Source: an optimization exercise on an open RTL-to-GDS flow (aim: small area, a short achievable clock period and few clock cycles per item). Production flows keep margins and buffers that such runs may drop. In this exercise RTL edits were held to simulation tests only and were not proved equivalent to the original. Power figures rest on the tool's default switching activity, not on a simulated workload.

==> design.v <==
package wtok_pkg;
  localparam int unsigned LENGTH_WIDTH_DEF = 16;
  localparam logic [31:0] FNV_BASIS = 32'h811C_9DC5;
  localparam logic [31:0] FNV_PRIME = 32'h0100_0193;
  localparam logic [7:0] CHR_NUL = 8'h00;
  localparam logic [7:0] CHR_TAB = 8'h09;
  localparam logic [7:0] CHR_LF  = 8'h0A;
  localparam logic [7:0] CHR_VT  = 8'h0B;
  localparam logic [7:0] CHR_FF  = 8'h0C;
  localparam logic [7:0] CHR_CR  = 8'h0D;
  localparam logic [7:0] CHR_SP  = 8'h20;
  localparam logic [15:0] EOS_LENGTH = 16'd4;
  localparam int unsigned QUEUE_DEPTH = 4;
  localparam int unsigned QUEUE_PTR_W = $clog2(QUEUE_DEPTH);
  localparam int unsigned QUEUE_CNT_W = $clog2(QUEUE_DEPTH + 1);
  typedef struct packed {
    logic [7:0] data_byte;
    logic       end_of_input;
  } byte_t;
  typedef struct packed {
    logic [31:0] word_hash;
    logic [15:0] word_length;
    logic        is_eos;
    logic        last;
  } token_t;
  localparam int unsigned TOKEN_W = 50;  
  localparam logic [31:0] EOS_HASH = 32'hD79C_9359;
endpackage
import wtok_pkg::*;
module wtok_room (
  input  logic [1:0] cls,
  input  logic       in_word,
  input  logic [1:0] e_pre,
  input  logic       w_own,
  input  logic       e_post,
  input  logic       take,
  output logic       ok
);
  logic       e_front;
  logic [1:0] e_pre1;
  logic       w_own1;
  logic       e_post1;
  always_comb begin
    e_front = (e_pre != 2'd0);
    e_pre1  = e_pre;
    w_own1  = w_own;
    e_post1 = e_post;
    if (take) begin
      if (e_front) begin
        e_pre1 = e_pre - 2'd1;
      end else if (w_own) begin
        w_own1  = 1'b0;
        e_pre1  = {1'b0, e_post};
        e_post1 = 1'b0;
      end
    end
    case (cls)
      2'd1:    ok = in_word || !w_own;
      2'd2:    ok = in_word || (w_own1 ? !e_post1 : (e_pre1 != 2'd2));
      2'd3:    ok = 1'b1;
      default: ok = 1'b0;
    endcase
  end
endmodule
module word_tokenizer_fnv1a_hasher_top #(
  parameter int unsigned LENGTH_WIDTH = wtok_pkg::LENGTH_WIDTH_DEF
) (
  input  logic   clk,
  input  logic   rst,
  input  logic   byte_valid,
  output logic   byte_ready,
  input  wtok_pkg::byte_t  byte_data,
  output logic   token_valid,
  input  logic   token_ready,
  output wtok_pkg::token_t token_data
);
  localparam logic [1:0] C_NONE = 2'd0;
  localparam logic [1:0] C_WORD = 2'd1;
  localparam logic [1:0] C_LF   = 2'd2;
  localparam logic [1:0] C_END  = 2'd3;
  logic [1:0]  ib_cls;
  logic        ib_b7;
  logic                    in_word;
  logic [31:0]             hash_r;
  logic [LENGTH_WIDTH-1:0] len_r;
  logic                    last_r;
  logic [1:0]  e_pre;
  logic        w_own;
  logic        e_post;
  logic        rdy_nt;
  logic        rdy_t;
  logic        e_front;
  logic        word_end;
  logic        imm_w;
  logic        take;
  logic        w_now;       
  logic        w_give;      
  logic        ok;
  logic        hash_upd;
  logic        hash_clr;
  logic        byte_xfer;
  logic        in_space;
  logic [1:0]  in_cls;
  logic [6:0]  in_low;
  logic [31:0] mix_out;
  logic [31:0] mixed;
  logic [6:0]  hlo_n;
  logic        w_next_nt;   
  logic        w_next_t;    
  logic [1:0]  ib_cls_n;
  logic        in_word_n;
  logic [1:0]  e_pre_n;
  logic        w_own_n;
  logic        e_post_n;
  logic        ok_nt_n;
  logic        ok_t_n;
  assign e_front     = (e_pre != 2'd0);
  assign word_end    = in_word && ib_cls[1];
  assign imm_w       = word_end && !e_front;
  assign token_valid = e_front || w_own || imm_w;
  assign take        = token_valid && token_ready;
  assign token_data.word_hash   = e_front ? EOS_HASH : hash_r;
  assign token_data.word_length = e_front ? EOS_LENGTH : 16'(len_r);
  assign token_data.is_eos      = e_front;
  assign token_data.last        = e_front || (w_own ? last_r : ib_cls[0]);
  assign byte_ready = rdy_nt || (token_ready && rdy_t);
  assign byte_xfer  = byte_valid && byte_ready;
  wtok_room u_room (
    .cls(ib_cls), .in_word(in_word), .e_pre(e_pre), .w_own(w_own),
    .e_post(e_post), .take(take), .ok(ok)
  );
  always_comb begin
    w_now    = imm_w && token_ready;
    w_give   = take && !e_front && w_own;
    hash_upd = (ib_cls == C_WORD) && ok;
    hash_clr = w_now || w_give;
    in_space = (byte_data.data_byte == CHR_SP)  || (byte_data.data_byte == CHR_LF) ||
               (byte_data.data_byte == CHR_CR)  || (byte_data.data_byte == CHR_TAB) ||
               (byte_data.data_byte == CHR_VT)  || (byte_data.data_byte == CHR_FF) ||
               (byte_data.data_byte == CHR_NUL);
    if (byte_data.end_of_input)                 in_cls = C_END;
    else if (byte_data.data_byte == CHR_LF)     in_cls = C_LF;
    else if (in_space)                          in_cls = C_END;
    else                                        in_cls = C_WORD;
    in_low = byte_data.data_byte[6:0] ^ {7{byte_data.data_byte[7]}};
    if (byte_xfer)   ib_cls_n = in_cls;
    else if (ok)     ib_cls_n = C_NONE;
    else             ib_cls_n = ib_cls;
    e_pre_n   = e_pre;
    w_own_n   = w_own;
    e_post_n  = e_post;
    in_word_n = in_word;
    if (take && !imm_w) begin
      if (e_front) begin
        e_pre_n = e_pre - 2'd1;
      end else begin
        w_own_n  = 1'b0;
        e_pre_n  = {1'b0, e_post};
        e_post_n = 1'b0;
      end
    end
    if (ok) begin
      case (ib_cls)
        C_WORD: in_word_n = 1'b1;
        C_LF: begin
          in_word_n = 1'b0;
          if (in_word) begin
            if (w_now) begin
              e_pre_n  = e_pre_n + 2'd1;
            end else begin
              w_own_n  = 1'b1;
              e_post_n = 1'b1;
            end
          end else if (w_own_n) begin
            e_post_n = 1'b1;
          end else begin
            e_pre_n  = e_pre_n + 2'd1;
          end
        end
        C_END: begin
          in_word_n = 1'b0;
          if (in_word && !w_now) w_own_n = 1'b1;
        end
        default: ;
      endcase
    end
    mixed = mix_out;
    if (rst || hash_clr) hlo_n = FNV_BASIS[6:0];
    else if (hash_upd)   hlo_n = mixed[6:0];
    else                 hlo_n = hash_r[6:0];
    if (byte_xfer && in_cls == C_WORD) hlo_n = hlo_n ^ in_low;
    w_next_nt = w_own_n || (in_word_n && ib_cls_n[1]);
    w_next_t  = (e_pre_n != 2'd0) && w_next_nt;
  end
  fnv_mul u_mul (.x(hash_r), .e(ib_b7), .y(mix_out));
  wtok_room u_room_nt (
    .cls(ib_cls_n), .in_word(in_word_n), .e_pre(e_pre_n), .w_own(w_own_n),
    .e_post(e_post_n), .take(1'b0), .ok(ok_nt_n)
  );
  wtok_room u_room_t (
    .cls(ib_cls_n), .in_word(in_word_n), .e_pre(e_pre_n), .w_own(w_own_n),
    .e_post(e_post_n), .take(1'b1), .ok(ok_t_n)
  );
  always_ff @(posedge clk) begin
    if (rst) begin
      ib_cls  <= C_NONE;
      in_word <= 1'b0;
      e_pre   <= 2'd0;
      w_own   <= 1'b0;
      e_post  <= 1'b0;
      rdy_nt  <= 1'b1;
      rdy_t   <= 1'b1;
    end else begin
      ib_cls  <= ib_cls_n;
      in_word <= in_word_n;
      e_pre   <= e_pre_n;
      w_own   <= w_own_n;
      e_post  <= e_post_n;
      rdy_nt  <= ((ib_cls_n == C_NONE) || ok_nt_n) && !w_next_nt;
      rdy_t   <= ((ib_cls_n == C_NONE) || ok_t_n) && !w_next_t;
    end
  end
  always_ff @(posedge clk) begin
    if (byte_xfer) begin
      ib_b7 <= byte_data.data_byte[7];
    end
  end
  always_ff @(posedge clk) begin
    if (rst || hash_clr) begin
      hash_r[31:7] <= FNV_BASIS[31:7];
      len_r        <= '0;
    end else if (hash_upd) begin
      hash_r[31:7] <= mixed[31:7];
      if (len_r != '1) begin
        len_r <= len_r + LENGTH_WIDTH'(1);
      end
    end
  end
  always_ff @(posedge clk) begin
    hash_r[6:0] <= hlo_n;
  end
  always_ff @(posedge clk) begin
    if (ok && word_end && !w_now) begin
      last_r <= (ib_cls == C_END);
    end
  end
endmodule
module fnv_mul (
  input  logic [31:0] x,
  input  logic        e,
  output logic [31:0] y
);
  logic fs0;
  logic fc0;
  logic fs1;
  logic fc1;
  logic fs2;
  logic fc2;
  logic fs3;
  logic fc3;
  logic fs4;
  logic fc4;
  logic fs5;
  logic fc5;
  logic fs6;
  logic fc6;
  logic fs7;
  logic fc7;
  logic fs8;
  logic fc8;
  logic fs9;
  logic fc9;
  logic fs10;
  logic fc10;
  logic fs11;
  logic fc11;
  logic fs12;
  logic fc12;
  logic fs13;
  logic fc13;
  logic fs14;
  logic fc14;
  logic fs15;
  logic fc15;
  logic fs16;
  logic fc16;
  logic fs17;
  logic fc17;
  logic fs18;
  logic fc18;
  logic fs19;
  logic fc19;
  logic fs20;
  logic fc20;
  logic fs21;
  logic fc21;
  logic fs22;
  logic fc22;
  logic fs23;
  logic fc23;
  logic fs24;
  logic fc24;
  logic fs25;
  logic fc25;
  logic fs26;
  logic fc26;
  logic fs27;
  logic fc27;
  logic fs28;
  logic fc28;
  logic fs29;
  logic fc29;
  logic fs30;
  logic fc30;
  logic fs31;
  logic fc31;
  logic fs32;
  logic fc32;
  logic fs33;
  logic fc33;
  logic fs34;
  logic fc34;
  logic fs35;
  logic fc35;
  logic fs36;
  logic fc36;
  logic fs37;
  logic fc37;
  logic fs38;
  logic fc38;
  logic fs39;
  logic fc39;
  logic fs40;
  logic fc40;
  logic fs41;
  logic fc41;
  logic fs42;
  logic fc42;
  logic fs43;
  logic fc43;
  logic fs44;
  logic fc44;
  logic fs45;
  logic fc45;
  logic fs46;
  logic fc46;
  logic fs47;
  logic fc47;
  logic fs48;
  logic fc48;
  logic fs49;
  logic fc49;
  logic fs50;
  logic fc50;
  logic fs51;
  logic fc51;
  logic fs52;
  logic fc52;
  logic fs53;
  logic fc53;
  logic fs54;
  logic fc54;
  logic fs55;
  logic fc55;
  logic fs56;
  logic fc56;
  logic fs57;
  logic fc57;
  logic fs58;
  logic fc58;
  logic fs59;
  logic fc59;
  logic fs60;
  logic fc60;
  logic fs61;
  logic fc61;
  logic fs62;
  logic fc62;
  logic fs63;
  logic fc63;
  logic fs64;
  logic fc64;
  logic fs65;
  logic fc65;
  logic fs66;
  logic fc66;
  logic fs67;
  logic fc67;
  logic fs68;
  logic fc68;
  logic fs69;
  logic fc69;
  logic fs70;
  logic fc70;
  logic fs71;
  logic fc71;
  logic fs72;
  logic fc72;
  logic fs73;
  logic fc73;
  logic fs74;
  logic fc74;
  logic fs75;
  logic fc75;
  logic fs76;
  logic fc76;
  logic fs77;
  logic fc77;
  logic fs78;
  logic fc78;
  logic fs79;
  logic fc79;
  logic fs80;
  logic fc80;
  logic fs81;
  logic fc81;
  logic fs82;
  logic fc82;
  logic fs83;
  logic fc83;
  logic fs84;
  logic fc84;
  logic [31:0] ra, rb;
  assign fs0 = x[4] ^ x[3] ^ x[0];
  assign fc0 = (x[4] & x[3]) | (x[4] & x[0]) | (x[3] & x[0]);
  assign fs1 = x[5] ^ x[4] ^ x[1];
  assign fc1 = (x[5] & x[4]) | (x[5] & x[1]) | (x[4] & x[1]);
  assign fs2 = x[6] ^ x[5] ^ x[2];
  assign fc2 = (x[6] & x[5]) | (x[6] & x[2]) | (x[5] & x[2]);
  assign fs3 = x[7] ^ x[6] ^ x[3];
  assign fc3 = (x[7] & x[6]) | (x[7] & x[3]) | (x[6] & x[3]);
  assign fs4 = x[0] ^ e ^ fc2;
  assign fc4 = (x[0] & e) | (x[0] & fc2) | (e & fc2);
  assign fs5 = x[8] ^ x[7] ^ x[4];
  assign fc5 = (x[8] & x[7]) | (x[8] & x[4]) | (x[7] & x[4]);
  assign fs6 = x[1] ^ x[0] ^ e;
  assign fc6 = (x[1] & x[0]) | (x[1] & e) | (x[0] & e);
  assign fs7 = fc3 ^ fs5 ^ fs6;
  assign fc7 = (fc3 & fs5) | (fc3 & fs6) | (fs5 & fs6);
  assign fs8 = x[9] ^ x[8] ^ x[5];
  assign fc8 = (x[9] & x[8]) | (x[9] & x[5]) | (x[8] & x[5]);
  assign fs9 = x[2] ^ x[1] ^ fc5;
  assign fc9 = (x[2] & x[1]) | (x[2] & fc5) | (x[1] & fc5);
  assign fs10 = fc6 ^ fs8 ^ fc7;
  assign fc10 = (fc6 & fs8) | (fc6 & fc7) | (fs8 & fc7);
  assign fs11 = x[10] ^ x[9] ^ x[6];
  assign fc11 = (x[10] & x[9]) | (x[10] & x[6]) | (x[9] & x[6]);
  assign fs12 = x[3] ^ x[2] ^ fc8;
  assign fc12 = (x[3] & x[2]) | (x[3] & fc8) | (x[2] & fc8);
  assign fs13 = fs11 ^ fc9 ^ fs12;
  assign fc13 = (fs11 & fc9) | (fs11 & fs12) | (fc9 & fs12);
  assign fs14 = x[11] ^ x[10] ^ x[7];
  assign fc14 = (x[11] & x[10]) | (x[11] & x[7]) | (x[10] & x[7]);
  assign fs15 = x[4] ^ x[3] ^ fc11;
  assign fc15 = (x[4] & x[3]) | (x[4] & fc11) | (x[3] & fc11);
  assign fs16 = fs14 ^ fc12 ^ fs15;
  assign fc16 = (fs14 & fc12) | (fs14 & fs15) | (fc12 & fs15);
  assign fs17 = x[12] ^ x[11] ^ x[8];
  assign fc17 = (x[12] & x[11]) | (x[12] & x[8]) | (x[11] & x[8]);
  assign fs18 = x[5] ^ x[4] ^ fc14;
  assign fc18 = (x[5] & x[4]) | (x[5] & fc14) | (x[4] & fc14);
  assign fs19 = fs17 ^ fc15 ^ fs18;
  assign fc19 = (fs17 & fc15) | (fs17 & fs18) | (fc15 & fs18);
  assign fs20 = x[13] ^ x[12] ^ x[9];
  assign fc20 = (x[13] & x[12]) | (x[13] & x[9]) | (x[12] & x[9]);
  assign fs21 = x[6] ^ x[5] ^ fc17;
  assign fc21 = (x[6] & x[5]) | (x[6] & fc17) | (x[5] & fc17);
  assign fs22 = fs20 ^ fc18 ^ fs21;
  assign fc22 = (fs20 & fc18) | (fs20 & fs21) | (fc18 & fs21);
  assign fs23 = x[14] ^ x[13] ^ x[10];
  assign fc23 = (x[14] & x[13]) | (x[14] & x[10]) | (x[13] & x[10]);
  assign fs24 = x[7] ^ x[6] ^ fc20;
  assign fc24 = (x[7] & x[6]) | (x[7] & fc20) | (x[6] & fc20);
  assign fs25 = fs23 ^ fc21 ^ fs24;
  assign fc25 = (fs23 & fc21) | (fs23 & fs24) | (fc21 & fs24);
  assign fs26 = x[15] ^ x[14] ^ x[11];
  assign fc26 = (x[15] & x[14]) | (x[15] & x[11]) | (x[14] & x[11]);
  assign fs27 = x[8] ^ x[7] ^ fc23;
  assign fc27 = (x[8] & x[7]) | (x[8] & fc23) | (x[7] & fc23);
  assign fs28 = fs26 ^ fc24 ^ fs27;
  assign fc28 = (fs26 & fc24) | (fs26 & fs27) | (fc24 & fs27);
  assign fs29 = x[16] ^ x[15] ^ x[12];
  assign fc29 = (x[16] & x[15]) | (x[16] & x[12]) | (x[15] & x[12]);
  assign fs30 = x[9] ^ x[8] ^ fc26;
  assign fc30 = (x[9] & x[8]) | (x[9] & fc26) | (x[8] & fc26);
  assign fs31 = fs29 ^ fc27 ^ fs30;
  assign fc31 = (fs29 & fc27) | (fs29 & fs30) | (fc27 & fs30);
  assign fs32 = x[17] ^ x[16] ^ x[13];
  assign fc32 = (x[17] & x[16]) | (x[17] & x[13]) | (x[16] & x[13]);
  assign fs33 = x[10] ^ x[9] ^ fc29;
  assign fc33 = (x[10] & x[9]) | (x[10] & fc29) | (x[9] & fc29);
  assign fs34 = fs32 ^ fc30 ^ fs33;
  assign fc34 = (fs32 & fc30) | (fs32 & fs33) | (fc30 & fs33);
  assign fs35 = x[18] ^ x[17] ^ x[14];
  assign fc35 = (x[18] & x[17]) | (x[18] & x[14]) | (x[17] & x[14]);
  assign fs36 = x[11] ^ x[10] ^ fc32;
  assign fc36 = (x[11] & x[10]) | (x[11] & fc32) | (x[10] & fc32);
  assign fs37 = fs35 ^ fc33 ^ fs36;
  assign fc37 = (fs35 & fc33) | (fs35 & fs36) | (fc33 & fs36);
  assign fs38 = x[19] ^ x[18] ^ x[15];
  assign fc38 = (x[19] & x[18]) | (x[19] & x[15]) | (x[18] & x[15]);
  assign fs39 = x[12] ^ x[11] ^ fc35;
  assign fc39 = (x[12] & x[11]) | (x[12] & fc35) | (x[11] & fc35);
  assign fs40 = fs38 ^ fc36 ^ fs39;
  assign fc40 = (fs38 & fc36) | (fs38 & fs39) | (fc36 & fs39);
  assign fs41 = x[20] ^ x[19] ^ x[16];
  assign fc41 = (x[20] & x[19]) | (x[20] & x[16]) | (x[19] & x[16]);
  assign fs42 = x[13] ^ x[12] ^ fc38;
  assign fc42 = (x[13] & x[12]) | (x[13] & fc38) | (x[12] & fc38);
  assign fs43 = fs41 ^ fc39 ^ fs42;
  assign fc43 = (fs41 & fc39) | (fs41 & fs42) | (fc39 & fs42);
  assign fs44 = x[21] ^ x[20] ^ x[17];
  assign fc44 = (x[21] & x[20]) | (x[21] & x[17]) | (x[20] & x[17]);
  assign fs45 = x[14] ^ x[13] ^ fc41;
  assign fc45 = (x[14] & x[13]) | (x[14] & fc41) | (x[13] & fc41);
  assign fs46 = fs44 ^ fc42 ^ fs45;
  assign fc46 = (fs44 & fc42) | (fs44 & fs45) | (fc42 & fs45);
  assign fs47 = x[22] ^ x[21] ^ x[18];
  assign fc47 = (x[22] & x[21]) | (x[22] & x[18]) | (x[21] & x[18]);
  assign fs48 = x[15] ^ x[14] ^ fc44;
  assign fc48 = (x[15] & x[14]) | (x[15] & fc44) | (x[14] & fc44);
  assign fs49 = fs47 ^ fc45 ^ fs48;
  assign fc49 = (fs47 & fc45) | (fs47 & fs48) | (fc45 & fs48);
  assign fs50 = x[23] ^ x[22] ^ x[19];
  assign fc50 = (x[23] & x[22]) | (x[23] & x[19]) | (x[22] & x[19]);
  assign fs51 = x[16] ^ x[15] ^ fc47;
  assign fc51 = (x[16] & x[15]) | (x[16] & fc47) | (x[15] & fc47);
  assign fs52 = fs50 ^ fc48 ^ fs51;
  assign fc52 = (fs50 & fc48) | (fs50 & fs51) | (fc48 & fs51);
  assign fs53 = x[24] ^ x[23] ^ x[20];
  assign fc53 = (x[24] & x[23]) | (x[24] & x[20]) | (x[23] & x[20]);
  assign fs54 = x[17] ^ x[16] ^ x[0];
  assign fc54 = (x[17] & x[16]) | (x[17] & x[0]) | (x[16] & x[0]);
  assign fs55 = e ^ fc50 ^ fs53;
  assign fc55 = (e & fc50) | (e & fs53) | (fc50 & fs53);
  assign fs56 = fs54 ^ fc51 ^ fs55;
  assign fc56 = (fs54 & fc51) | (fs54 & fs55) | (fc51 & fs55);
  assign fs57 = x[25] ^ x[24] ^ x[21];
  assign fc57 = (x[25] & x[24]) | (x[25] & x[21]) | (x[24] & x[21]);
  assign fs58 = x[18] ^ x[17] ^ x[1];
  assign fc58 = (x[18] & x[17]) | (x[18] & x[1]) | (x[17] & x[1]);
  assign fs59 = fc53 ^ fc54 ^ fs57;
  assign fc59 = (fc53 & fc54) | (fc53 & fs57) | (fc54 & fs57);
  assign fs60 = fs58 ^ fc55 ^ fs59;
  assign fc60 = (fs58 & fc55) | (fs58 & fs59) | (fc55 & fs59);
  assign fs61 = x[26] ^ x[25] ^ x[22];
  assign fc61 = (x[26] & x[25]) | (x[26] & x[22]) | (x[25] & x[22]);
  assign fs62 = x[19] ^ x[18] ^ x[2];
  assign fc62 = (x[19] & x[18]) | (x[19] & x[2]) | (x[18] & x[2]);
  assign fs63 = fc57 ^ fc58 ^ fs61;
  assign fc63 = (fc57 & fc58) | (fc57 & fs61) | (fc58 & fs61);
  assign fs64 = fs62 ^ fc59 ^ fs63;
  assign fc64 = (fs62 & fc59) | (fs62 & fs63) | (fc59 & fs63);
  assign fs65 = x[27] ^ x[26] ^ x[23];
  assign fc65 = (x[27] & x[26]) | (x[27] & x[23]) | (x[26] & x[23]);
  assign fs66 = x[20] ^ x[19] ^ x[3];
  assign fc66 = (x[20] & x[19]) | (x[20] & x[3]) | (x[19] & x[3]);
  assign fs67 = fc61 ^ fc62 ^ fs65;
  assign fc67 = (fc61 & fc62) | (fc61 & fs65) | (fc62 & fs65);
  assign fs68 = fs66 ^ fc63 ^ fs67;
  assign fc68 = (fs66 & fc63) | (fs66 & fs67) | (fc63 & fs67);
  assign fs69 = x[28] ^ x[27] ^ x[24];
  assign fc69 = (x[28] & x[27]) | (x[28] & x[24]) | (x[27] & x[24]);
  assign fs70 = x[21] ^ x[20] ^ x[4];
  assign fc70 = (x[21] & x[20]) | (x[21] & x[4]) | (x[20] & x[4]);
  assign fs71 = fc65 ^ fc66 ^ fs69;
  assign fc71 = (fc65 & fc66) | (fc65 & fs69) | (fc66 & fs69);
  assign fs72 = fs70 ^ fc67 ^ fs71;
  assign fc72 = (fs70 & fc67) | (fs70 & fs71) | (fc67 & fs71);
  assign fs73 = x[29] ^ x[28] ^ x[25];
  assign fc73 = (x[29] & x[28]) | (x[29] & x[25]) | (x[28] & x[25]);
  assign fs74 = x[22] ^ x[21] ^ x[5];
  assign fc74 = (x[22] & x[21]) | (x[22] & x[5]) | (x[21] & x[5]);
  assign fs75 = fc69 ^ fc70 ^ fs73;
  assign fc75 = (fc69 & fc70) | (fc69 & fs73) | (fc70 & fs73);
  assign fs76 = fs74 ^ fc71 ^ fs75;
  assign fc76 = (fs74 & fc71) | (fs74 & fs75) | (fc71 & fs75);
  assign fs77 = x[30] ^ x[29] ^ x[26];
  assign fc77 = (x[30] & x[29]) | (x[30] & x[26]) | (x[29] & x[26]);
  assign fs78 = x[23] ^ x[22] ^ x[6];
  assign fc78 = (x[23] & x[22]) | (x[23] & x[6]) | (x[22] & x[6]);
  assign fs79 = fc73 ^ fc74 ^ fs77;
  assign fc79 = (fc73 & fc74) | (fc73 & fs77) | (fc74 & fs77);
  assign fs80 = fs78 ^ fc75 ^ fs79;
  assign fc80 = (fs78 & fc75) | (fs78 & fs79) | (fc75 & fs79);
  assign fs81 = x[31] ^ x[30] ^ x[27];
  assign fc81 = (x[31] & x[30]) | (x[31] & x[27]) | (x[30] & x[27]);
  assign fs82 = x[24] ^ x[23] ^ x[7];
  assign fc82 = (x[24] & x[23]) | (x[24] & x[7]) | (x[23] & x[7]);
  assign fs83 = fc77 ^ fc78 ^ fs81;
  assign fc83 = (fc77 & fc78) | (fc77 & fs81) | (fc78 & fs81);
  assign fs84 = fs82 ^ fc79 ^ fs83;
  assign fc84 = (fs82 & fc79) | (fs82 & fs83) | (fc79 & fs83);
  assign ra[0] = x[0];
  assign rb[0] = e;
  assign ra[1] = x[1];
  assign rb[1] = x[0];
  assign ra[2] = x[2];
  assign rb[2] = x[1];
  assign ra[3] = x[3];
  assign rb[3] = x[2];
  assign ra[4] = e;
  assign rb[4] = fs0;
  assign ra[5] = fc0;
  assign rb[5] = fs1;
  assign ra[6] = fc1;
  assign rb[6] = fs2;
  assign ra[7] = fs3;
  assign rb[7] = fs4;
  assign ra[8] = fc4;
  assign rb[8] = fs7;
  assign ra[9] = fs9;
  assign rb[9] = fs10;
  assign ra[10] = fc10;
  assign rb[10] = fs13;
  assign ra[11] = fc13;
  assign rb[11] = fs16;
  assign ra[12] = fc16;
  assign rb[12] = fs19;
  assign ra[13] = fc19;
  assign rb[13] = fs22;
  assign ra[14] = fc22;
  assign rb[14] = fs25;
  assign ra[15] = fc25;
  assign rb[15] = fs28;
  assign ra[16] = fc28;
  assign rb[16] = fs31;
  assign ra[17] = fc31;
  assign rb[17] = fs34;
  assign ra[18] = fc34;
  assign rb[18] = fs37;
  assign ra[19] = fc37;
  assign rb[19] = fs40;
  assign ra[20] = fc40;
  assign rb[20] = fs43;
  assign ra[21] = fc43;
  assign rb[21] = fs46;
  assign ra[22] = fc46;
  assign rb[22] = fs49;
  assign ra[23] = fc49;
  assign rb[23] = fs52;
  assign ra[24] = fc52;
  assign rb[24] = fs56;
  assign ra[25] = fc56;
  assign rb[25] = fs60;
  assign ra[26] = fc60;
  assign rb[26] = fs64;
  assign ra[27] = fc64;
  assign rb[27] = fs68;
  assign ra[28] = fc68;
  assign rb[28] = fs72;
  assign ra[29] = fc72;
  assign rb[29] = fs76;
  assign ra[30] = fc76;
  assign rb[30] = fs80;
  assign ra[31] = fc80;
  assign rb[31] = fs84;
  logic [31:0] g0, p0;
  assign g0 = ra & rb;
  assign p0 = ra ^ rb;
  logic gc0;
  assign gc0 = g0[0] | (p0[0] & e);
  logic gn1, pn1;
  assign gn1 = g0[1] | (p0[1] & gc0);
  assign pn1 = p0[1] & p0[0];
  logic gn2, pn2;
  assign gn2 = g0[3] | (p0[3] & g0[2]);
  assign pn2 = p0[3] & p0[2];
  logic gn3, pn3;
  assign gn3 = g0[5] | (p0[5] & g0[4]);
  assign pn3 = p0[5] & p0[4];
  logic gn4, pn4;
  assign gn4 = g0[7] | (p0[7] & g0[6]);
  assign pn4 = p0[7] & p0[6];
  logic gn5, pn5;
  assign gn5 = g0[9] | (p0[9] & g0[8]);
  assign pn5 = p0[9] & p0[8];
  logic gn6, pn6;
  assign gn6 = g0[11] | (p0[11] & g0[10]);
  assign pn6 = p0[11] & p0[10];
  logic gn7, pn7;
  assign gn7 = g0[13] | (p0[13] & g0[12]);
  assign pn7 = p0[13] & p0[12];
  logic gn8, pn8;
  assign gn8 = g0[15] | (p0[15] & g0[14]);
  assign pn8 = p0[15] & p0[14];
  logic gn9, pn9;
  assign gn9 = g0[17] | (p0[17] & g0[16]);
  assign pn9 = p0[17] & p0[16];
  logic gn10, pn10;
  assign gn10 = g0[19] | (p0[19] & g0[18]);
  assign pn10 = p0[19] & p0[18];
  logic gn11, pn11;
  assign gn11 = g0[21] | (p0[21] & g0[20]);
  assign pn11 = p0[21] & p0[20];
  logic gn12, pn12;
  assign gn12 = g0[23] | (p0[23] & g0[22]);
  assign pn12 = p0[23] & p0[22];
  logic gn13, pn13;
  assign gn13 = g0[25] | (p0[25] & g0[24]);
  assign pn13 = p0[25] & p0[24];
  logic gn14, pn14;
  assign gn14 = g0[27] | (p0[27] & g0[26]);
  assign pn14 = p0[27] & p0[26];
  logic gn15, pn15;
  assign gn15 = g0[29] | (p0[29] & g0[28]);
  assign pn15 = p0[29] & p0[28];
  logic gn16, pn16;
  assign gn16 = g0[31] | (p0[31] & g0[30]);
  assign pn16 = p0[31] & p0[30];
  logic gn17, pn17;
  assign gn17 = g0[2] | (p0[2] & gn1);
  assign pn17 = p0[2] & pn1;
  logic gn18, pn18;
  assign gn18 = gn2 | (pn2 & gn1);
  assign pn18 = pn2 & pn1;
  logic gn19, pn19;
  assign gn19 = g0[6] | (p0[6] & gn3);
  assign pn19 = p0[6] & pn3;
  logic gn20, pn20;
  assign gn20 = gn4 | (pn4 & gn3);
  assign pn20 = pn4 & pn3;
  logic gn21, pn21;
  assign gn21 = g0[10] | (p0[10] & gn5);
  assign pn21 = p0[10] & pn5;
  logic gn22, pn22;
  assign gn22 = gn6 | (pn6 & gn5);
  assign pn22 = pn6 & pn5;
  logic gn23, pn23;
  assign gn23 = g0[14] | (p0[14] & gn7);
  assign pn23 = p0[14] & pn7;
  logic gn24, pn24;
  assign gn24 = gn8 | (pn8 & gn7);
  assign pn24 = pn8 & pn7;
  logic gn25, pn25;
  assign gn25 = g0[18] | (p0[18] & gn9);
  assign pn25 = p0[18] & pn9;
  logic gn26, pn26;
  assign gn26 = gn10 | (pn10 & gn9);
  assign pn26 = pn10 & pn9;
  logic gn27, pn27;
  assign gn27 = g0[22] | (p0[22] & gn11);
  assign pn27 = p0[22] & pn11;
  logic gn28, pn28;
  assign gn28 = gn12 | (pn12 & gn11);
  assign pn28 = pn12 & pn11;
  logic gn29, pn29;
  assign gn29 = g0[26] | (p0[26] & gn13);
  assign pn29 = p0[26] & pn13;
  logic gn30, pn30;
  assign gn30 = gn14 | (pn14 & gn13);
  assign pn30 = pn14 & pn13;
  logic gn31, pn31;
  assign gn31 = g0[30] | (p0[30] & gn15);
  assign pn31 = p0[30] & pn15;
  logic gn32, pn32;
  assign gn32 = gn16 | (pn16 & gn15);
  assign pn32 = pn16 & pn15;
  logic gn33, pn33;
  assign gn33 = g0[4] | (p0[4] & gn18);
  assign pn33 = p0[4] & pn18;
  logic gn34, pn34;
  assign gn34 = gn3 | (pn3 & gn18);
  assign pn34 = pn3 & pn18;
  logic gn35, pn35;
  assign gn35 = gn19 | (pn19 & gn18);
  assign pn35 = pn19 & pn18;
  logic gn36, pn36;
  assign gn36 = gn20 | (pn20 & gn18);
  assign pn36 = pn20 & pn18;
  logic gn37, pn37;
  assign gn37 = g0[12] | (p0[12] & gn22);
  assign pn37 = p0[12] & pn22;
  logic gn38, pn38;
  assign gn38 = gn7 | (pn7 & gn22);
  assign pn38 = pn7 & pn22;
  logic gn39, pn39;
  assign gn39 = gn23 | (pn23 & gn22);
  assign pn39 = pn23 & pn22;
  logic gn40, pn40;
  assign gn40 = gn24 | (pn24 & gn22);
  assign pn40 = pn24 & pn22;
  logic gn41, pn41;
  assign gn41 = g0[20] | (p0[20] & gn26);
  assign pn41 = p0[20] & pn26;
  logic gn42, pn42;
  assign gn42 = gn11 | (pn11 & gn26);
  assign pn42 = pn11 & pn26;
  logic gn43, pn43;
  assign gn43 = gn27 | (pn27 & gn26);
  assign pn43 = pn27 & pn26;
  logic gn44, pn44;
  assign gn44 = gn28 | (pn28 & gn26);
  assign pn44 = pn28 & pn26;
  logic gn45, pn45;
  assign gn45 = g0[28] | (p0[28] & gn30);
  assign pn45 = p0[28] & pn30;
  logic gn46, pn46;
  assign gn46 = gn15 | (pn15 & gn30);
  assign pn46 = pn15 & pn30;
  logic gn47, pn47;
  assign gn47 = gn31 | (pn31 & gn30);
  assign pn47 = pn31 & pn30;
  logic gn48, pn48;
  assign gn48 = gn32 | (pn32 & gn30);
  assign pn48 = pn32 & pn30;
  logic gn49, pn49;
  assign gn49 = g0[8] | (p0[8] & gn36);
  assign pn49 = p0[8] & pn36;
  logic gn50, pn50;
  assign gn50 = gn5 | (pn5 & gn36);
  assign pn50 = pn5 & pn36;
  logic gn51, pn51;
  assign gn51 = gn21 | (pn21 & gn36);
  assign pn51 = pn21 & pn36;
  logic gn52, pn52;
  assign gn52 = gn22 | (pn22 & gn36);
  assign pn52 = pn22 & pn36;
  logic gn53, pn53;
  assign gn53 = gn37 | (pn37 & gn36);
  assign pn53 = pn37 & pn36;
  logic gn54, pn54;
  assign gn54 = gn38 | (pn38 & gn36);
  assign pn54 = pn38 & pn36;
  logic gn55, pn55;
  assign gn55 = gn39 | (pn39 & gn36);
  assign pn55 = pn39 & pn36;
  logic gn56, pn56;
  assign gn56 = gn40 | (pn40 & gn36);
  assign pn56 = pn40 & pn36;
  logic gn57, pn57;
  assign gn57 = g0[24] | (p0[24] & gn44);
  assign pn57 = p0[24] & pn44;
  logic gn58, pn58;
  assign gn58 = gn13 | (pn13 & gn44);
  assign pn58 = pn13 & pn44;
  logic gn59, pn59;
  assign gn59 = gn29 | (pn29 & gn44);
  assign pn59 = pn29 & pn44;
  logic gn60, pn60;
  assign gn60 = gn30 | (pn30 & gn44);
  assign pn60 = pn30 & pn44;
  logic gn61, pn61;
  assign gn61 = gn45 | (pn45 & gn44);
  assign pn61 = pn45 & pn44;
  logic gn62, pn62;
  assign gn62 = gn46 | (pn46 & gn44);
  assign pn62 = pn46 & pn44;
  logic gn63, pn63;
  assign gn63 = gn47 | (pn47 & gn44);
  assign pn63 = pn47 & pn44;
  logic gn64, pn64;
  assign gn64 = gn48 | (pn48 & gn44);
  assign pn64 = pn48 & pn44;
  logic gn65, pn65;
  assign gn65 = g0[16] | (p0[16] & gn56);
  assign pn65 = p0[16] & pn56;
  logic gn66, pn66;
  assign gn66 = gn9 | (pn9 & gn56);
  assign pn66 = pn9 & pn56;
  logic gn67, pn67;
  assign gn67 = gn25 | (pn25 & gn56);
  assign pn67 = pn25 & pn56;
  logic gn68, pn68;
  assign gn68 = gn26 | (pn26 & gn56);
  assign pn68 = pn26 & pn56;
  logic gn69, pn69;
  assign gn69 = gn41 | (pn41 & gn56);
  assign pn69 = pn41 & pn56;
  logic gn70, pn70;
  assign gn70 = gn42 | (pn42 & gn56);
  assign pn70 = pn42 & pn56;
  logic gn71, pn71;
  assign gn71 = gn43 | (pn43 & gn56);
  assign pn71 = pn43 & pn56;
  logic gn72, pn72;
  assign gn72 = gn44 | (pn44 & gn56);
  assign pn72 = pn44 & pn56;
  logic gn73, pn73;
  assign gn73 = gn57 | (pn57 & gn56);
  assign pn73 = pn57 & pn56;
  logic gn74, pn74;
  assign gn74 = gn58 | (pn58 & gn56);
  assign pn74 = pn58 & pn56;
  logic gn75, pn75;
  assign gn75 = gn59 | (pn59 & gn56);
  assign pn75 = pn59 & pn56;
  logic gn76, pn76;
  assign gn76 = gn60 | (pn60 & gn56);
  assign pn76 = pn60 & pn56;
  logic gn77, pn77;
  assign gn77 = gn61 | (pn61 & gn56);
  assign pn77 = pn61 & pn56;
  logic gn78, pn78;
  assign gn78 = gn62 | (pn62 & gn56);
  assign pn78 = pn62 & pn56;
  logic gn79, pn79;
  assign gn79 = gn63 | (pn63 & gn56);
  assign pn79 = pn63 & pn56;
  logic gn80, pn80;
  assign gn80 = gn64 | (pn64 & gn56);
  assign pn80 = pn64 & pn56;
  logic [31:0] pe;
  assign pe = p0 ^ {32{e}};
  assign y[0] = pe[0] ^ e;
  assign y[1] = pe[1] ^ gc0;
  assign y[2] = pe[2] ^ gn1;
  assign y[3] = pe[3] ^ gn17;
  assign y[4] = pe[4] ^ gn18;
  assign y[5] = pe[5] ^ gn33;
  assign y[6] = pe[6] ^ gn34;
  assign y[7] = pe[7] ^ gn35;
  assign y[8] = pe[8] ^ gn36;
  assign y[9] = pe[9] ^ gn49;
  assign y[10] = pe[10] ^ gn50;
  assign y[11] = pe[11] ^ gn51;
  assign y[12] = pe[12] ^ gn52;
  assign y[13] = pe[13] ^ gn53;
  assign y[14] = pe[14] ^ gn54;
  assign y[15] = pe[15] ^ gn55;
  assign y[16] = pe[16] ^ gn56;
  assign y[17] = pe[17] ^ gn65;
  assign y[18] = pe[18] ^ gn66;
  assign y[19] = pe[19] ^ gn67;
  assign y[20] = pe[20] ^ gn68;
  assign y[21] = pe[21] ^ gn69;
  assign y[22] = pe[22] ^ gn70;
  assign y[23] = pe[23] ^ gn71;
  assign y[24] = pe[24] ^ gn72;
  assign y[25] = pe[25] ^ gn73;
  assign y[26] = pe[26] ^ gn74;
  assign y[27] = pe[27] ^ gn75;
  assign y[28] = pe[28] ^ gn76;
  assign y[29] = pe[29] ^ gn77;
  assign y[30] = pe[30] ^ gn78;
  assign y[31] = pe[31] ^ gn79;
endmodule
==> flow/run.sh <==
#!/bin/bash
# Layout flow: the standard flow, with two changes between its steps.
#  1. After the standard synthesis, flow/fapol.py re-chooses the polarity of
#     each full adder cell (a full adder is self-dual) to drop the inverters
#     that Yosys's adder extraction leaves between them, and turns an xor2
#     with one inverted input into an xnor2 (or back). Registers and all
#     other cells are untouched.
#  2. Ports are buffered with sky130_fd_sc_hd__buf_1 instead of the
#     flow's default buffer cell (every port still gets its own buffer).
# Each tool's output goes to a log file of its own in this folder.
set -euo pipefail
R=orfs/results/sky130hd/word_tokenizer_fnv1a_hasher_top/base
bash standard.sh synth > 1_standard_synth.log 2>&1
cp $R/1_2_yosys.v 1_2_yosys.standard.v
python3 flow/fapol.py 1_2_yosys.standard.v $R/1_2_yosys.v > 2_fapol.log 2>&1
touch $R/1_2_yosys.v
bash standard.sh BUFFER_PORTS_ARGS="-buffer_cell sky130_fd_sc_hd__buf_1" finish > 3_standard_finish.log 2>&1
==> flow/fapol.py <==
#!/usr/bin/env python3
"""Choose the polarity of each full adder cell in a Yosys netlist so that as
few inverters as possible remain.

A full adder is self-dual: complementing its three inputs complements its sum
and carry. Yosys's adder extraction leaves many inverters between full
adders; this picks, for every fa cell, whether to build it on complemented
inputs (giving complemented outputs), then rebuilds the inverters: at most
one per signal, from the signal's net. Only inverters are removed or added
and only fa inputs are rewired; registers and all other cells are unchanged.

usage: fapol.py IN.v OUT.v
"""
import re, sys, random

src = open(sys.argv[1]).read()
m = re.search(r'^module\s+(\S+)\((.*?)\);\n', src, re.M | re.S)
head_end = m.end()
end_mod = src.rindex('endmodule')
body = src[head_end:end_mod]

decl_re = re.compile(r'^\s*(input|output|inout|wire)\s+(\[\d+:\d+\]\s+)?(\S+)\s*;\s*$', re.M)
inst_re = re.compile(r'^\s*(sky130_fd_sc_hd__\w+)\s+(\S+)\s*\((.*?)\);\s*$', re.M | re.S)
pin_re = re.compile(r'\.(\w+)\(\s*(.*?)\s*\)\s*(?:,|$)', re.S)

decls = []
ports = set()
for d in decl_re.finditer(body):
    decls.append(d.group(0))
    if d.group(1) in ('output',):
        rng = d.group(2)
        name = d.group(3)
        if rng:
            hi, lo = map(int, re.findall(r'\d+', rng))
            for i in range(min(hi, lo), max(hi, lo) + 1):
                ports.add(f'{name}[{i}]')
        else:
            ports.add(name)

OUTPINS = {'X', 'Y', 'Q', 'Q_N', 'SUM', 'COUT', 'HI', 'LO'}
cells = []
for c in inst_re.finditer(body):
    typ, name, pins = c.group(1), c.group(2), c.group(3)
    conn = {}
    for p in pin_re.finditer(pins):
        conn[p.group(1)] = p.group(2).strip()
    cells.append({'type': typ, 'name': name, 'conn': conn})

def is_inv(c):
    return re.match(r'sky130_fd_sc_hd__(clk)?inv_\d+$', c['type']) is not None

def norm(n):
    return n.strip()

driver = {}
for c in cells:
    for p, n in c['conn'].items():
        if p in OUTPINS:
            driver[norm(n)] = (c, p)

# inverters that drive a port stay as they are (treated as ordinary cells)
invs = [c for c in cells if is_inv(c) and norm(c['conn']['Y']) not in ports]
inv_set = set(id(c) for c in invs)

def resolve(n):
    n = norm(n); p = 0
    while n in driver and id(driver[n][0]) in inv_set:
        n = norm(driver[n][0]['conn']['A']); p ^= 1
    return n, p

fas = [c for c in cells if c['type'].startswith('sky130_fd_sc_hd__fa_')]
fa_idx = {id(c): i for i, c in enumerate(fas)}
sig_fa = {}                      # signal net -> fa index that drives it
for i, c in enumerate(fas):
    sig_fa[norm(c['conn']['SUM'])] = i
    sig_fa[norm(c['conn']['COUT'])] = i

# consumers: (cell, pin, signal, polarity)
cons = []
for c in cells:
    if id(c) in inv_set:
        continue
    for p, n in c['conn'].items():
        if p in OUTPINS:
            continue
        s, pol = resolve(n)
        cons.append((c, p, s, pol))
# signals that reach a port other than through kept cells: freeze their fa
frozen = set()
for n in ports:
    s, pol = resolve(n)
    if s in sig_fa and (s != norm(n)):
        frozen.add(sig_fa[s])

by_sig = {}
for k, (c, p, s, pol) in enumerate(cons):
    by_sig.setdefault(s, []).append(k)
fa_sigs = [set() for _ in fas]
for k, (c, p, s, pol) in enumerate(cons):
    if id(c) in fa_idx:
        fa_sigs[fa_idx[id(c)]].add(s)
    if s in sig_fa:
        fa_sigs[sig_fa[s]].add(s)

flip = [0] * len(fas)

def is_xor(c):
    return re.match(r'sky130_fd_sc_hd__x(n)?or2_\d+$', c['type']) is not None

def sig_cost(s):
    phi = flip[sig_fa[s]] if s in sig_fa else 0
    for k in by_sig.get(s, []):
        c, p, _, pol = cons[k]
        if is_xor(c):
            continue
        eff = pol ^ (flip[fa_idx[id(c)]] if id(c) in fa_idx else 0)
        if eff != phi:
            return 1
    return 0

def total():
    return sum(sig_cost(s) for s in by_sig)

before = total()
random.seed(1)
best_flip, best = list(flip), before
for restart in range(30):
    flip[:] = [0] * len(fas) if restart == 0 else [random.randint(0, 1) if i not in frozen else 0 for i in range(len(fas))]
    order = list(range(len(fas)))
    for rnd in range(60):
        improved = False
        random.shuffle(order)
        for i in order:
            if i in frozen:
                continue
            old = sum(sig_cost(s) for s in fa_sigs[i])
            flip[i] ^= 1
            new = sum(sig_cost(s) for s in fa_sigs[i])
            if new < old:
                improved = True
            elif new == old and random.random() < 0.3:
                pass
            else:
                flip[i] ^= 1
        if not improved and rnd > 15:
            break
    cur = total()
    if cur < best:
        best, best_flip = cur, list(flip)
flip[:] = best_flip
after = total()

def esc(n):
    n = norm(n)
    return n + ' ' if n.startswith('\\') else n

# rebuild: drop resolved inverters, one new inverter per signal that needs it
inv_of = {}
new_wires, new_cells = [], []
kept_inv_type = {}
for c in invs:
    s, _ = resolve(c['conn']['Y'])
    kept_inv_type.setdefault(s, c['type'])
cnt = 0
def inv_net(s):
    global cnt
    if s not in inv_of:
        cnt += 1
        w = f'_fapol_{cnt}_'
        inv_of[s] = w
        new_wires.append(f'  wire {w};')
        t = kept_inv_type.get(s, 'sky130_fd_sc_hd__inv_1')
        new_cells.append(f'  {t} _fapol_inv_{cnt}_ (\n    .A({esc(s)}),\n    .Y({w})\n  );')
    return inv_of[s]

swap = {}
for k, (c, p, s, pol) in enumerate(cons):
    phi = flip[sig_fa[s]] if s in sig_fa else 0
    eff = pol ^ (flip[fa_idx[id(c)]] if id(c) in fa_idx else 0)
    if is_xor(c):
        c['conn'][p] = s
        if eff != phi:
            swap[id(c)] = swap.get(id(c), 0) ^ 1
        continue
    c['conn'][p] = s if eff == phi else inv_net(s)
n_swap = 0
for c in cells:
    if swap.get(id(c)):
        n_swap += 1
        m2 = re.match(r'sky130_fd_sc_hd__(x(?:n)?or2)_(\d+)$', c['type'])
        kind, drive = m2.group(1), m2.group(2)
        if kind == 'xor2':
            c['type'] = f'sky130_fd_sc_hd__xnor2_{drive}'
            c['conn'] = {('Y' if q == 'X' else q): n for q, n in c['conn'].items()}
        else:
            c['type'] = f'sky130_fd_sc_hd__xor2_{drive}'
            c['conn'] = {('X' if q == 'Y' else q): n for q, n in c['conn'].items()}

dead = set(norm(c['conn']['Y']) for c in invs)
out = [src[:head_end]]
for d in decls:
    mm = decl_re.match(d)
    if mm.group(1) == 'wire' and not mm.group(2) and norm(mm.group(3)) in dead:
        continue
    out.append(d + '\n')
out += [w + '\n' for w in new_wires]
for c in cells:
    if id(c) in inv_set:
        continue
    pins = ',\n'.join(f'    .{p}({esc(n)})' for p, n in c['conn'].items())
    out.append(f"  {c['type']} {c['name']} (\n{pins}\n  );\n")
out += [x + '\n' for x in new_cells]
out.append(src[end_mod:])
open(sys.argv[2], 'w').write(''.join(out))
print(f'fapol: {len(fas)} full adders, {sum(flip)} flipped, {len(frozen)} frozen, {n_swap} xor/xnor swapped; '
      f'inverters {len(invs)} -> {len(inv_of)} (signal cost {before} -> {after})')
==> standard.sh <==
#!/bin/bash
# synth_recipe.tcl (not shown) runs the flow's synth.tcl, then flattens the netlist and writes it again
# the make line also repeats each setting of config.mk as NAME=value (left out here)
make -C /OpenROAD-flow-scripts/flow DESIGN_CONFIG=/design/flow/config.mk WORK_HOME=/design/flow/orfs CLKGATE_MAP_FILE= SYNTH_SCRIPT=/design/flow/synth_recipe.tcl "${@:-finish}"
==> config.mk <==
export PLATFORM = sky130hd
export DESIGN_NAME = word_tokenizer_fnv1a_hasher_top
export DESIGN_NICKNAME = word_tokenizer_fnv1a_hasher_top
export VERILOG_FILES = /design/flow/design.v
export SDC_FILE = /design/flow/constraint.sdc
export NUM_CORES = 4
export LEC_CHECK = 0
export ABC_AREA = 1
export CAP_MARGIN = 20
export CORE_MARGIN = 2
export CORE_UTILIZATION = 40
export CTS_BUF_LIST = sky130_fd_sc_hd__clkbuf_8
export CTS_CLUSTER_SIZE = 20
export PLACE_DENSITY = 0.8
export SETUP_SLACK_MARGIN = 2.7
export SLEW_MARGIN = 20
==> constraint.sdc <==
create_clock -name core_clock -period 6.5 [get_ports {clk}]
set_input_delay 1.3000 -clock core_clock [delete_from_list [all_inputs] [get_ports {clk}]]
set_output_delay 1.3000 -clock core_clock [all_outputs]
set_load 0.01 [all_outputs]
==> impl.org, run 1 <==
** Worst setup path
- The worst setup path is captured at a flop.
- Crit Reg-Reg Startpoint :: ib_b7
- Across all register-to-register paths, the minimum setup slack is 2.88 ns.
- Largest fanout on the critical path :: 7
- The worst register-to-register path has a depth of 16.
- Element type at the critical path start :: flop
- At the worst endpoint, the arrival time is 3.86 ns.
- Required time reported for the critical path endpoint :: 6.73 ns
- FF-to-FF End :: hash_r[31]
- The critical path in this run is classified as flop to flop.

** Place
- After legalization and detailed placement, the total HPWL measured 11.77 mm.
- Total placed cells including tap cells :: 1078
- Input/output buffers :: 64
- Prior to clock tree synthesis, the placed netlist has a worst setup slack of 2.305 ns.
- At the end of routability-driven placement, the weighted congestion stood at 0.9285.

** Finish
- Area growth from synthesis to layout :: 12.46%
- Inserted Diodes :: 0
- Leaving out fill and tap cells, the most frequent cells in the layout are 135 x sky130_fd_sc_hd__nand2_1, 110 x sky130_fd_sc_hd__inv_1, 80 x sky130_fd_sc_hd__fa_1.
- At the end of the flow, the number of nets in the layout was 1014.
- Fill cells in the final layout number 1579.
- Cell Count, Final, Fillers Out :: 1103
- Proportion of layout cells with a drive suffix above 1 :: 9.357%
- The library cell used most frequently in the layout, excluding fill and tap cells, is sky130_fd_sc_hd__nand2_1.

** Global route
- The via count of the first global-routing pass is 5557.
- Entering global routing, the biggest net connects 43 pins.
- Antenna violations before repair :: 0
- Global-route wire length before repair :: 26.80 mm
- Global routing finished with a remaining overflow of 0.
- GR Util All Layers :: 19.12%

** Timing
- Final sum of negative setup slack :: 0 ns
- Setup Viol. Count Final :: 0
- Max-slew violation count :: 0
- Worst clock skew :: 0.01271 ns
- Dividing the final minimum period by the clock period gives 55.72%.
- Worst setup slack after layout :: 2.878 ns
- Max Clock Freq :: 276.1 MHz
- Relative max-transition margin :: 39.58%
- The clock period could shrink to 3.622 ns.
- Unrepaired setup endpoints after global routing :: no
- The number of failing hold endpoints at the final stage is 0.
- For the pin with the worst max-slew slack, the measured transition is 0.9052 ns.
- Final hold analysis gives a worst-case slack of 0.5020 ns.

** Routing
- Detailed-route vias per instance :: 5.045
- The first detailed-routing pass took 5 iterations.
- Final routed wirelength across all metal layers :: 15.90 mm
- In this run, the number of DRC markers left after iteration 0 of detailed routing was 312.
- Routed via count :: 5565
- Wire length per cell :: 14.42 um
- Final ANT Viol Nets :: 0
- After detailed routing, the number of remaining DRC violations is 0.

** Clocking
- CTS placed an instance of sky130_fd_sc_hd__clkbuf_8 at the clock tree root.
- After clock tree synthesis, the clock-pin slew on the worst setup and hold paths is 0.08 ns.
- In this run, CTS created clock tree buffers numbering 9.
- Counting every sink on the clock net gives 59.
- After clock tree synthesis, the flow added hold-fix buffers numbering 0.
- TritonCTS built the clock tree.
- The longest clock path from root to sink contains 2 buffers.
- The later pin in the worst-skew pair is clocked with a latency of 0.37 ns.
- The H-tree was split into 3 levels.

** Floorplan
- Die Wd :: 131.6 um
- Vertical die dimension :: 131.6 um
- Initial core utilization :: 40.97%
- 65 I/O pins were placed.
- The die covers 0.01731 mm^2.
- The core region is 0.01589 mm^2.
- After floorplanning, the core was divided into 46 placement rows.

** Worst hold path
- Hold path start :: len_r[15]
- Hold WC Path Type :: flop to flop
- The worst hold path was traced through 2 stages.
- Worst Hold Path EP :: len_r[15]

** Logic synthesis
- Number of instances in the synthesized netlist :: 817
- Average instance area after synthesis :: 7.967 um^2
- Summing every instance area after synthesis gives 0.006509 mm^2.
- Synthesis produced a netlist with a net count of 949.
- Total number of yosys warnings :: 2

** Pwr
- The design draws 0.002519 W.
- Max VDD drop :: 0.0001348 V
- Summed over all cells, the static leakage comes to 3.146 nW.
- Dividing total power by cell area gives a power density of 344.1 mW/mm^2.

** Run
- The tool flagged a number of max-cap violations equal to 0.

** Outcome
- Outcome :: finished clean
[cell type report]
class                           count  area [um^2]  share of cell area (%)
Clock buffer                        9        123.9                   1.692
Clock inverter                      7        46.29                  0.6325
Inverter                          110        412.9                   5.641
Multi-Input combinational cell    626         4863                   66.44
Sequential cell                    59         1235                   16.87
Tap cell                          216        270.3                   3.692
Timing Repair Buffer               76        367.9                   5.026
[metrics by stage]
step | util [%] | area (um^2)
after floorplan | - | 6509
after global routing | 46.08 | 7320
after global placement | 43.76 | 6952
final | 46.08 | 7320
after CTS | 45.34 | 7202
after detailed placement | 43.76 | 6952
[report_power, final]
part	switching (W)	internal (W)
Sequential	0.0000575	0.000383
Clock	0.000170	0.000136
Combinational	0.000982	0.000790
Total	0.00121	0.00131
[routing by layer]
metal	share of wire [%]	GRT usage, %	vias to the layer above	wire (um)
met1	44	24.40	2626	7007
met4	2.5	7.548	0	403
met2	47	31.97	153	7486
met5	0	0	-	0
li1	-	-	2752	-
met3	6.3	3.627	34	1004
[worst max-delay path, cell delays in order (launching register included)]
cell,delay (ns)
sky130_fd_sc_hd__edfxtp_1,0.43
sky130_fd_sc_hd__buf_12,0.16
sky130_fd_sc_hd__fa_1,0.49
sky130_fd_sc_hd__fa_2,0.36
sky130_fd_sc_hd__fa_1,0.41
sky130_fd_sc_hd__ha_1,0.35
sky130_fd_sc_hd__nand2_1,0.11
sky130_fd_sc_hd__o21ai_0,0.20
sky130_fd_sc_hd__inv_1,0.08
sky130_fd_sc_hd__nor2_1,0.15
sky130_fd_sc_hd__a211oi_2,0.06
sky130_fd_sc_hd__nand2_2,0.15
sky130_fd_sc_hd__buf_4,0.17
sky130_fd_sc_hd__nand3_1,0.07
sky130_fd_sc_hd__nand2_1,0.08
sky130_fd_sc_hd__xor2_1,0.15
sky130_fd_sc_hd__o21ai_1,0.07
[worst max-delay path by stage]
stage	startpoint	endpoint	slack, ns	depth (start not counted)
after global placement	ib_b7	hash_r[21]	2.43	19
after CTS	hash_r[20]	hash_r[29]	2.70	13
after floorplan	ib_b7	hash_r[17]	3.01	14
after detailed placement	ib_b7	hash_r[21]	2.30	19
after global routing	ib_b7	hash_r[21]	2.71	19
final	ib_b7	hash_r[31]	2.88	16
[what timing repair did]
action,4_1_cts,5_1_grt
gates resized for setup,9,31
pin swaps,1,3
gates cloned,1,0
endpoints found under the setup margin,16,16
buffers inserted,3,5
[state kept, by name, summed over array words and instances (netlist names), 2 cells and up]
signal  count
hash_r     32
len_r      16
e_pre       2
ib_cls      2
Testbench counts, summed over its fixed seeds: cycles 24,016, bytes 24,000.
==> run 2: changes to the inputs <==
--- a/config.mk
+++ b/config.mk
@@ -13,2 +13,3 @@
 export CTS_CLUSTER_SIZE = 20
+export GPL_TIMING_DRIVEN = 0
 export PLACE_DENSITY = 0.8
==> run 2 against run 1 <==
Against the previous run: sequential cell count stayed put; largest power group unchanged; core utilization increased by 0.51 points; critical path depth down 3.
==> impl.org, run 2 <==
** Finish
- Largest Register :: hash_r
- The repair_antennas step left the layout with diodes totalling 0.
- The library cell used most frequently in the layout, excluding fill and tap cells, is sky130_fd_sc_hd__nand2_1.
- At the end of the flow, the number of nets in the layout was 1030.
- In the final layout, the registers with the most flip-flops are hash_r: 32 flops, len_r: 16 flops.
- The register with the most flip-flops in the layout has 32 of them.
- Proportion of layout cells with a drive suffix above 1 :: 9.745%
- Commonest cells after routing, fill and taps aside :: 136 x sky130_fd_sc_hd__nand2_1, 109 x sky130_fd_sc_hd__inv_1, 81 x sky130_fd_sc_hd__fa_1
- Area growth from synthesis to layout :: 13.71%

** Logic synthesis
- Yosys printed 2 warnings.
- Number of instances in the synthesized netlist :: 817
- Average instance area after synthesis :: 7.967 um^2
- The number of nets handed over by synthesis was 949.
- Post-synthesis cell area :: 0.006509 mm^2

** Floorplan
- Core region area :: 0.01589 mm^2
- Site Rows :: 46
- The die covers 0.01731 mm^2.
- The die is 131.6 um tall.
- For this configuration, the core starts out at a cell density of 40.97%.
- From left edge to right edge, the die measures 131.6 um.
- I/O pin count :: 65

** Worst setup path
- Critical path's slowest cell :: sky130_fd_sc_hd__fa_1
- In this design, the stage delay of the slowest critical-path cell is 0.51 ns.
- The critical path contains buffers and inverters numbering 0 combined.
- Stages on the worst setup path :: 13
- The worst setup path is of the flop to flop kind.
- The signal on the critical path passes through fa_1 > fa_1 > fa_1 > ha_1 > a21o_1 > a21oi_1 > o21bai_1 > a21oi_1 > o21ai_2 > a21boi_0 > nand2_1 > xnor2_1 > a21oi_1.
- Setup slack on the worst reg-to-reg path comes out at 2.84 ns.
- The most critical setup path has its startpoint at hash_r[12].
- The cell family contributing the most delay on the critical path is adder cells.
- Depth of the worst register-to-register path :: 13
- Data arrives at the worst endpoint at 3.88 ns.
- Largest fanout on the critical path :: 7
- Critical path destination :: hash_r[29]
- For the worst setup path, the data required time is 6.72 ns.
- In this run the critical register-to-register path is launched from hash_r[12].
- FF-to-FF End :: hash_r[29]
- STA classifies the critical path startpoint as a flop.
- Endpoint class of the critical path :: flop

** Timing
- Relative max-transition margin :: 43.01%
- Fraction of the cycle the final worst path needs :: 56.33%
- The number of failing hold endpoints at the final stage came to 0.
- Setup Viol. Count Final :: 0
- At the pin with the least slew margin, the transition time is 0.8549 ns.
- Max-slew violation count :: 0
- Final sum of negative setup slack :: 0 ns
- Setup repair after global routing left no endpoint under its margin.
- Setup slack on the critical path of the routed design comes to 2.839 ns.
- On the final layout, the worst clock skew is 0.008752 ns.
- Max Clock Freq :: 273.1 MHz
- Final critical path time including I/O delays and setup :: 3.661 ns

** Routing
- Once detail routing completed, the nets flagged for antenna violations numbered 0.
- Final routed wirelength across all metal layers :: 17.24 mm
- The first TritonRoute pass finished after 5 iterations.
- In the routed design, unresolved DRC markers number 0.
- After detailed routing, the average wire length per cell comes to 15.40 um.
- Dividing the detail-routed via count by the number of cells gives 5.111.
- The routed layout has 5719 vias.
- 1st-iter DRT viols :: 374

** Global route
- For this run the aggregate overflow at the end of global routing stands at 0.
- Entering global routing, the biggest net connects 12 pins.
- Global-route wire length before repair :: 28.18 mm
- The initial antenna violation count was 0.
- Global routing consumed, over all layers together, 20.30% of the routing resources.
- Via count of the first global-routing pass :: 5611

** Worst hold path
- The path class of the tightest hold or removal check is flop to flop.

** Clocking
- Clk root buf :: sky130_fd_sc_hd__clkbuf_8
- At the later pin of the worst-skew pair, clock insertion delay measures 0.36 ns.
- Number of buffers on the longest clock path :: 2
- TritonCTS clock tree :: yes
- In this run, CTS created clock tree buffers numbering 9.
- The H-tree generated during clock tree synthesis spans 3 levels.
- For this design, the sink count on the clock tree is 59.
- After clock tree synthesis, the clock-pin slew on the worst setup and hold paths is 0.08 ns.

** Pwr
- Max VDD drop :: 0.0001572 V
- In this run the power density over the cells is 357.0 mW/mm^2.
- Summed over all cells, the static leakage comes to 3.179 nW.

** Place
- Timing analysis after detailed placement gives a worst setup slack of 2.357 ns.
- During placement, the flow inserted port buffers numbering 63.
- Routability-driven placement finished with a final weighted congestion of 0.8830.
- Detail Placement HPWL :: 13.26 mm

** Run
- Max_cap viols :: 0

** Outcome
- The flow ran to the end and the layout has no timing, DRC or antenna violations.
==> run 2: worst min-delay path by stage <==
stage | depth (start not counted) | endpoint | from | slack [ns]
2_1_floorplan | 2 | len_r[1] | len_r[1] | 0.46
3_3_place_gp | 2 | len_r[15] | len_r[15] | 0.48
3_5_place_dp | 2 | len_r[1] | len_r[1] | 0.50
4_1_cts | 2 | len_r[1] | len_r[1] | 0.51
5_1_grt | 2 | len_r[15] | len_r[15] | 0.54
6_report | 2 | len_r[1] | len_r[1] | 0.52
==> run 2: where the power goes <==
group / switching [W] / internal, W
combinational: 0.00103 / 0.000797
clock: 0.000168 / 0.000199
sequential: 0.0000597 / 0.000385
total: 0.00126 / 0.00138
==> run 2: metal layers <==
metal | global-route usage (%) | routed length, um | up-vias
met4 | 5.857 | 376 | 0
li1 | - | - | 2777
met3 | 3.627 | 1230 | 32
met5 | 0 | 0 | -
met2 | 34.93 | 8314 | 202
met1 | 26.08 | 7314 | 2708
==> run 2: layout make-up <==
class | count | area [um^2]
plain buffers | 22 | 107.6
clock buffers | 11 | 151.4
clock inverters | 5 | 60.06
fillers | 1554 | 8484
inverters | 110 | 412.9
multi-input cells | 626 | 4862
flip-flops and latches | 59 | 1247
well taps | 216 | 270.3
repair buffers | 70 | 289.0
==> run 2: repair_timing <==
action	4_1_cts	5_1_grt
gates resized for setup	17	29
gates cloned	0	0
setup buffers	3	4
hold buffers	0	0
endpoints found under the setup margin	17	15
pin swaps	0	2
==> run 2: worst min-delay path: stages (launching register included) <==
cell and delay [ns]:
sky130_fd_sc_hd__dfxtp_1 0.33, sky130_fd_sc_hd__inv_1 0.08, sky130_fd_sc_hd__a21oi_1 0.06
==> run 2: stage by stage <==
| stage | hold WS [ns] | instance area [um^2] | util [%] | std cells | power, W |
|---|---|---|---|---|---|
| finish | 0.5156 | 7401 | 46.59 | 1119 | 0.002642 |
| global route | 0.5400 | 7401 | 46.59 | 1119 | 0.002874 |
| CTS | 0.5083 | 7278 | 45.82 | 1115 | 0.002523 |
| detailed placement | 0.4968 | 7015 | 44.16 | 1096 | 0.002134 |
| global placement | 0.4821 | 7015 | 44.16 | 1096 | 0.002063 |
| floorplan | 0.4612 | 6509 | - | 817 | 0.001790 |
==> run 3: changes to the inputs <==
--- a/config.mk
+++ b/config.mk
@@ -13,4 +13,3 @@
 export CTS_CLUSTER_SIZE = 20
-export GPL_TIMING_DRIVEN = 0
-export PLACE_DENSITY = 0.8
+export PLACE_DENSITY = 0.75
 export SETUP_SLACK_MARGIN = 2.7
==> run 3 against run 2 <==
Against the previous run: still clean on timing, DRC and antenna; die area unchanged; combinational power about the same; clock skew up 0.0053 ns; critical endpoint unchanged; highest routed layer unchanged.
==> impl.org, run 3 <==
** Outcome
- The flow ran to the end and the layout has no timing, DRC or antenna violations.

** Clocking
- Clock tree sinks :: 59
- In this run, CTS created clock tree buffers numbering 9.
- Reg clk slew, reported paths :: 0.08 ns
- TritonCTS built the clock tree.
- Clk root buf :: sky130_fd_sc_hd__clkbuf_8
- For this design, the CTS-stage hold fixing added 0 buffers.
- H-tree lvl count :: 3

** Place
- Input/output buffers :: 64
- Last weighted congestion value of the routability-driven placer :: 0.9375
- Detail Placement HPWL :: 11.64 mm

** Global route
- For met3 alone, demand over resource in global routing was 3.048%.
- GR Util met2 :: 31.15%
- The layer flagged by global routing as most heavily used is met2.
- The first global-routing pass estimated 26.67 mm of wire.
- The via count of the first global-routing pass was 5400.
- After global routing the overflow that remains totals 0.

** Finish
- Net total in the final layout :: 1017
- The top cell types in the final layout, fill and taps aside, are 135 x sky130_fd_sc_hd__nand2_1, 108 x sky130_fd_sc_hd__inv_1, 81 x sky130_fd_sc_hd__fa_1.
- Proportion of layout cells with a drive suffix above 1 :: 10.22%
- Inserted Diodes :: 0
- Largest Register :: hash_r

** Timing
- Summed over all failing endpoints, the final setup total negative slack is 0 ns.
- Relative max-transition margin :: 43.16%
- Max-slew violation count :: 0
- Dividing the final minimum period by the clock period gives 56.17%.
- Setup violations remaining at the end of the flow were counted as 0.
- Final-report hold violation count :: 0

** Logic synthesis
- Number of instances in the synthesized netlist :: 817
- Average instance area after synthesis :: 7.967 um^2
- Total number of yosys warnings :: 2

** Routing
- Final ANT Viol Nets :: 0
- Detailed-route vias per instance :: 5.077
- Count of TritonRoute iterations in the first routing pass :: 5
- Detailed routing inserted a total of 5615 vias.

** Floorplan
- Initial core utilization :: 40.97%
- Core region area :: 0.01589 mm^2
- Site Rows :: 46
- The floorplan step set the die width to 131.6 um.

** Worst hold path
- Worst Hold Path EP :: len_r[8]
- In this run the worst hold path is classified as flop to flop.

** Worst setup path
- Required time reported for the critical path endpoint :: 6.73 ns
- The worst setup path is launched from a flop.
- Endpoint class of the critical path :: flop
- In this run the critical register-to-register path is captured at hash_r[29].
- Of all nets on the critical path, the largest fanout is 7.

** Pwr
- For this design the static power due to leakage is 3.182 nW.
- The design draws 0.002657 W.
- Dividing total power by cell area gives a power density of 358.4 mW/mm^2.
run 3: report_power, final:
group	total, W	internal [W]	leakage [nW]	switching (W)
registers	0.000441	0.000384	0.484	0.0000575
logic	0.00183	0.000820	2.60	0.00101
clock network	0.000385	0.000214	0.101	0.000171
total	0.00266	0.00142	3.18	0.00124
run 3: metal layers:
| metal | part of all wire [%] | vias up |
|---|---|---|
| li1 | - | 2744 |
| met1 | 44 | 2664 |
| met2 | 48 | 178 |
| met3 | 5.6 | 29 |
| met4 | 2.7 | 0 |
| met5 | 0 | - |
run 3: area by class of cell:
| cell class | instances | area, um^2 |
|---|---|---|
| Clock inverter | 7 | 92.59 |
| Multi-Input combinational cell | 626 | 4873 |
| Fill cell | 1576 | 8471 |
| Clock buffer | 9 | 123.9 |
| Timing Repair Buffer | 79 | 402.9 |
| Tap cell | 216 | 270.3 |
| Inverter | 110 | 416.7 |
| Sequential cell | 59 | 1235 |
run 3: worst max-delay path by stage:
stage / to / cells past startpoint / startpoint / slack (ns)
after floorplan: hash_r[17] / 14 / ib_b7 / 3.01
after global placement: hash_r[21] / 19 / ib_b7 / 2.42
after detailed placement: hash_r[21] / 19 / ib_b7 / 2.31
after CTS: hash_r[29] / 13 / hash_r[24] / 2.70
after global routing: hash_r[25] / 18 / hash_r[8] / 2.68
final: hash_r[29] / 13 / hash_r[12] / 2.85
run 3: timing repair:
item	CTS	global route
resized for setup	13	27
setup buffers	3	8
setup endpoints to repair	16	20
endpoints found under the hold margin	0	0
pin swaps	1	2
cloned	1	0
run 3: metrics by stage:
stage / instance area [um^2] / setup WS [ns] / hold WS [ns] / instances / util [%]
2_1_floorplan: 6509 / 3.013 / 0.4612 / 817 / -
4_1_cts: 7268 / 2.705 / 0.4988 / 1098 / 45.75
5_1_grt: 7415 / 2.680 / 0.5211 / 1106 / 46.68
3_5_place_dp: 6952 / 2.314 / 0.4868 / 1078 / 43.76
3_3_place_gp: 6952 / 2.418 / 0.4803 / 1078 / 43.76
6_report: 7415 / 2.849 / 0.4971 / 1106 / 46.68
run 3: critical path, cell delays in order, from the launching register on:
cell,delay (ns)
sky130_fd_sc_hd__dfxtp_2,0.41
sky130_fd_sc_hd__fa_1,0.45
sky130_fd_sc_hd__fa_1,0.50
sky130_fd_sc_hd__fa_1,0.43
sky130_fd_sc_hd__ha_1,0.34
sky130_fd_sc_hd__a21o_1,0.24
sky130_fd_sc_hd__a21oi_2,0.17
sky130_fd_sc_hd__o21bai_1,0.13
sky130_fd_sc_hd__a21oi_1,0.19
sky130_fd_sc_hd__o21ai_2,0.15
sky130_fd_sc_hd__a21boi_0,0.19
sky130_fd_sc_hd__nand2_1,0.09
sky130_fd_sc_hd__xnor2_1,0.13
sky130_fd_sc_hd__a21oi_1,0.07

==> re-timing with driven ports <==
The flow's constraints put no driver on any port. The routed layouts listed below were extracted and timed again, unchanged, in two steps. Step 1 assumes that a clkbuf_16 drives the clock port and a buf_2 every other input. Step 2 adds t to the input delays and takes it off the output delays; t is the mean of the earliest and latest rising clock arrival at the registers after step 1. Input paths then give back, and output paths get back, about the clock's delay inside the block. Slacks: no drivers / after step 1 / after step 2; pairs: no drivers / after step 1.
| run | shift t [ns] | slack for setup (ns) | slew at the worst register clock pin (ns) |
|---|---|---|---|
| run 1 | 0.394 | 2.878 / 2.878 / 2.839 | 0.08 / 0.08 |
| run 2 | 0.388 | 2.839 / 2.839 / 2.839 | 0.08 / 0.08 |
| run 3 | 0.400 | 2.849 / 2.849 / 2.849 | 0.08 / 0.08 |
After both steps setup and hold are still met in every run listed. For run 1, which loses most, drivers alone change the setup slack by 0.000 ns; drivers and shift together by -0.039 ns.
